Context: an optimization exercise on an open-source flow, tuned for small area, a short achievable clock period and few clock cycles per item. The choices shown serve that exercise and are no tape-out recipe. The RTL was checked by simulation tests, not by an equivalence proof against the original design.

==> inputs of maple <==
==> flow/design.v (excerpt) <==
module cordic_iter (
  input  logic        i_clk,
  input  logic        i_rst,
  input  logic        i_valid,
  output logic        o_ready,
  input  logic        i_mode,
  input  logic [23:0] i_x,
  input  logic [23:0] i_y,
  input  logic [23:0] i_theta,
  output logic        o_valid,
  input  logic        i_ready,
  output logic [23:0] o_a,
  output logic [23:0] o_b,
  output logic [23:0] o_z
);
Settings: LEC_CHECK=0, CAP_MARGIN=20, CORE_MARGIN=2, CORE_UTILIZATION=55, CTS_BUF_LIST=sky130_fd_sc_hd__clkbuf_4 sky130_fd_sc_hd__clkbuf_8, PLACE_DENSITY=0.68, SLEW_MARGIN=20; clock period 10.0 ns.
standard.sh (not shown) runs the stock make flow with config.mk's settings and CLKGATE_MAP_FILE= SYNTH_SCRIPT=/design/flow/synth_recipe.tcl, a recipe that flattens the netlist after the stock synthesis.
==> flow/flow/run.sh <==
#!/bin/bash
# Standard layout, with repair_timing asked to leave more setup slack than the
# 10 ns clock needs, so the achieved period comes out shorter.
set -euo pipefail
export SETUP_SLACK_MARGIN=${MARGIN:-6.6}
bash standard.sh > standard_flow.log 2>&1
==> sierra: changes against maple <==
--- a/flow/flow/run.sh
+++ b/flow/flow/run.sh
@@ -4,3 +4,3 @@
 set -euo pipefail
-export SETUP_SLACK_MARGIN=${MARGIN:-6.6}
+export SETUP_SLACK_MARGIN=${MARGIN:-6.1}
 bash standard.sh > standard_flow.log 2>&1
==> summary.txt <==
metric                                                                               maple                   sierra
Layout filler cell count                                                             11500                    12300
Number of antenna violations at the first check in global routing                        4                        5
Share of post-route cells with drive strength above 1                                19.6%                    11.0%
Run status                                                         complete, no violations  complete, no violations
Vias after detailed routing                                                          59100                    57300
Utilization after layout                                                             66.3%                    62.7%
Fmax                                                                               256 MHz                  253 MHz
Critical hold path startpoint                                                      z_10[4]                 z_12[12]
End point of the worst hold path                                                   z_11[4]                 z_13[12]
Max-slew headroom                                                                    17.4%                    28.8%
Testbench counts of maple, summed over its fixed seeds: cycles 1,424, items 1,280.
Testbench counts of sierra, summed over its fixed seeds: cycles 1,424, items 1,280.

==> run R: inputs <==
Starting RTL as in the previous note.
export LEC_CHECK = 0
export CAP_MARGIN = 20
export CORE_MARGIN = 2
export CORE_UTILIZATION = 55
export CTS_BUF_LIST = sky130_fd_sc_hd__clkbuf_4 sky130_fd_sc_hd__clkbuf_8
export PLACE_DENSITY = 0.68
export SLEW_MARGIN = 20
create_clock -name core_clock -period 10.0 [get_ports {i_clk}]
==> flow/flow/run.sh <==
#!/bin/bash
# Standard layout, with repair_timing asked to leave more setup slack than the
# 10 ns clock needs, so the achieved period comes out shorter.
set -euo pipefail
export SETUP_SLACK_MARGIN=${MARGIN:-5.8}
bash standard.sh > standard_flow.log 2>&1
==> run K (differences from run R) <==
--- a/flow/flow/run.sh
+++ b/flow/flow/run.sh
@@ -4,3 +4,3 @@
 set -euo pipefail
-export SETUP_SLACK_MARGIN=${MARGIN:-5.8}
+export SETUP_SLACK_MARGIN=${MARGIN:-6.25}
 bash standard.sh > standard_flow.log 2>&1
--- a/flow/config.mk
+++ b/flow/config.mk
@@ -9,5 +9,5 @@
 export CORE_MARGIN = 2
-export CORE_UTILIZATION = 55
+export CORE_UTILIZATION = 50
 export CTS_BUF_LIST = sky130_fd_sc_hd__clkbuf_4 sky130_fd_sc_hd__clkbuf_8
-export PLACE_DENSITY = 0.68
+export PLACE_DENSITY = 0.65
 export SLEW_MARGIN = 20
==> summary.txt <==
Met1 WL: run K 86.16 mm; run R 84.40 mm
Placed instance count: run K 9,867; run R 9,696
Global-route wire length before repair: run K 316.2 mm; run R 304.1 mm
Min-Delay Startpoint: run K z_10[8]$_DFFE_PN_; run R z_12[12]$_DFFE_PN_
Result of the run: run K complete, no violations; run R complete, no violations
Total wirelength of the detailed-routed design: run K 201.3 mm; run R 192.2 mm
Worst-case clock skew: run K 47.28 ps; run R 46.87 ps
R2r startpoint: run K x_15[10]$_DFFE_PN_; run R z_15[5]$_DFFE_PN_
Register fraction of the total cell area: run K 36.25%; run R 37.60%
Global placement routability congestion: run K 0.9112; run R 0.9273
Non-filler cells, final: run K 10,570; run R 10,210
Testbench counts of run R, summed over its fixed seeds: cycles 1,424, items 1,280.
Testbench counts of run K, summed over its fixed seeds: cycles 1,424, items 1,280.

port drivers added, routing unchanged:
No port has a modelled driver above. Below, the same layouts with a new extraction and two added sets of constraints.
Step 1, drivers: a clkbuf_16 drives i_clk and a buf_2 each remaining input, both assumed.
Step 2 times the ports against the registers' clock, not the clock port: input delays grow and output delays shrink by t, the midpoint of the rising clock arrivals with the driver on.
a / b / c = ideal ports / drivers / drivers and shift; a / b = the first two.
| run | t, ns | slack for setup (ns) | worst hold slack (ns) | worst data-port slew with drivers (ns) |
|---|---|---|---|---|
| maple | 1.012 | 6.091 / 6.091 / 5.260 | 0.392 / 0.392 / 0.392 | 0.07 |
| sierra | 1.014 | 6.051 / 6.051 / 5.226 | 0.392 / 0.392 / 0.392 | 0.07 |
| run R | 1.003 | 5.751 / 5.751 / 4.896 | 0.388 / 0.388 / 0.388 | 0.07 |
| run K | 1.019 | 5.967 / 5.967 / 5.248 | 0.408 / 0.408 / 0.408 | 0.08 |
After both steps every run listed still meets setup and hold. For run R, which loses most, drivers alone change the setup slack by 0.000 ns; drivers and shift together by -0.855 ns.
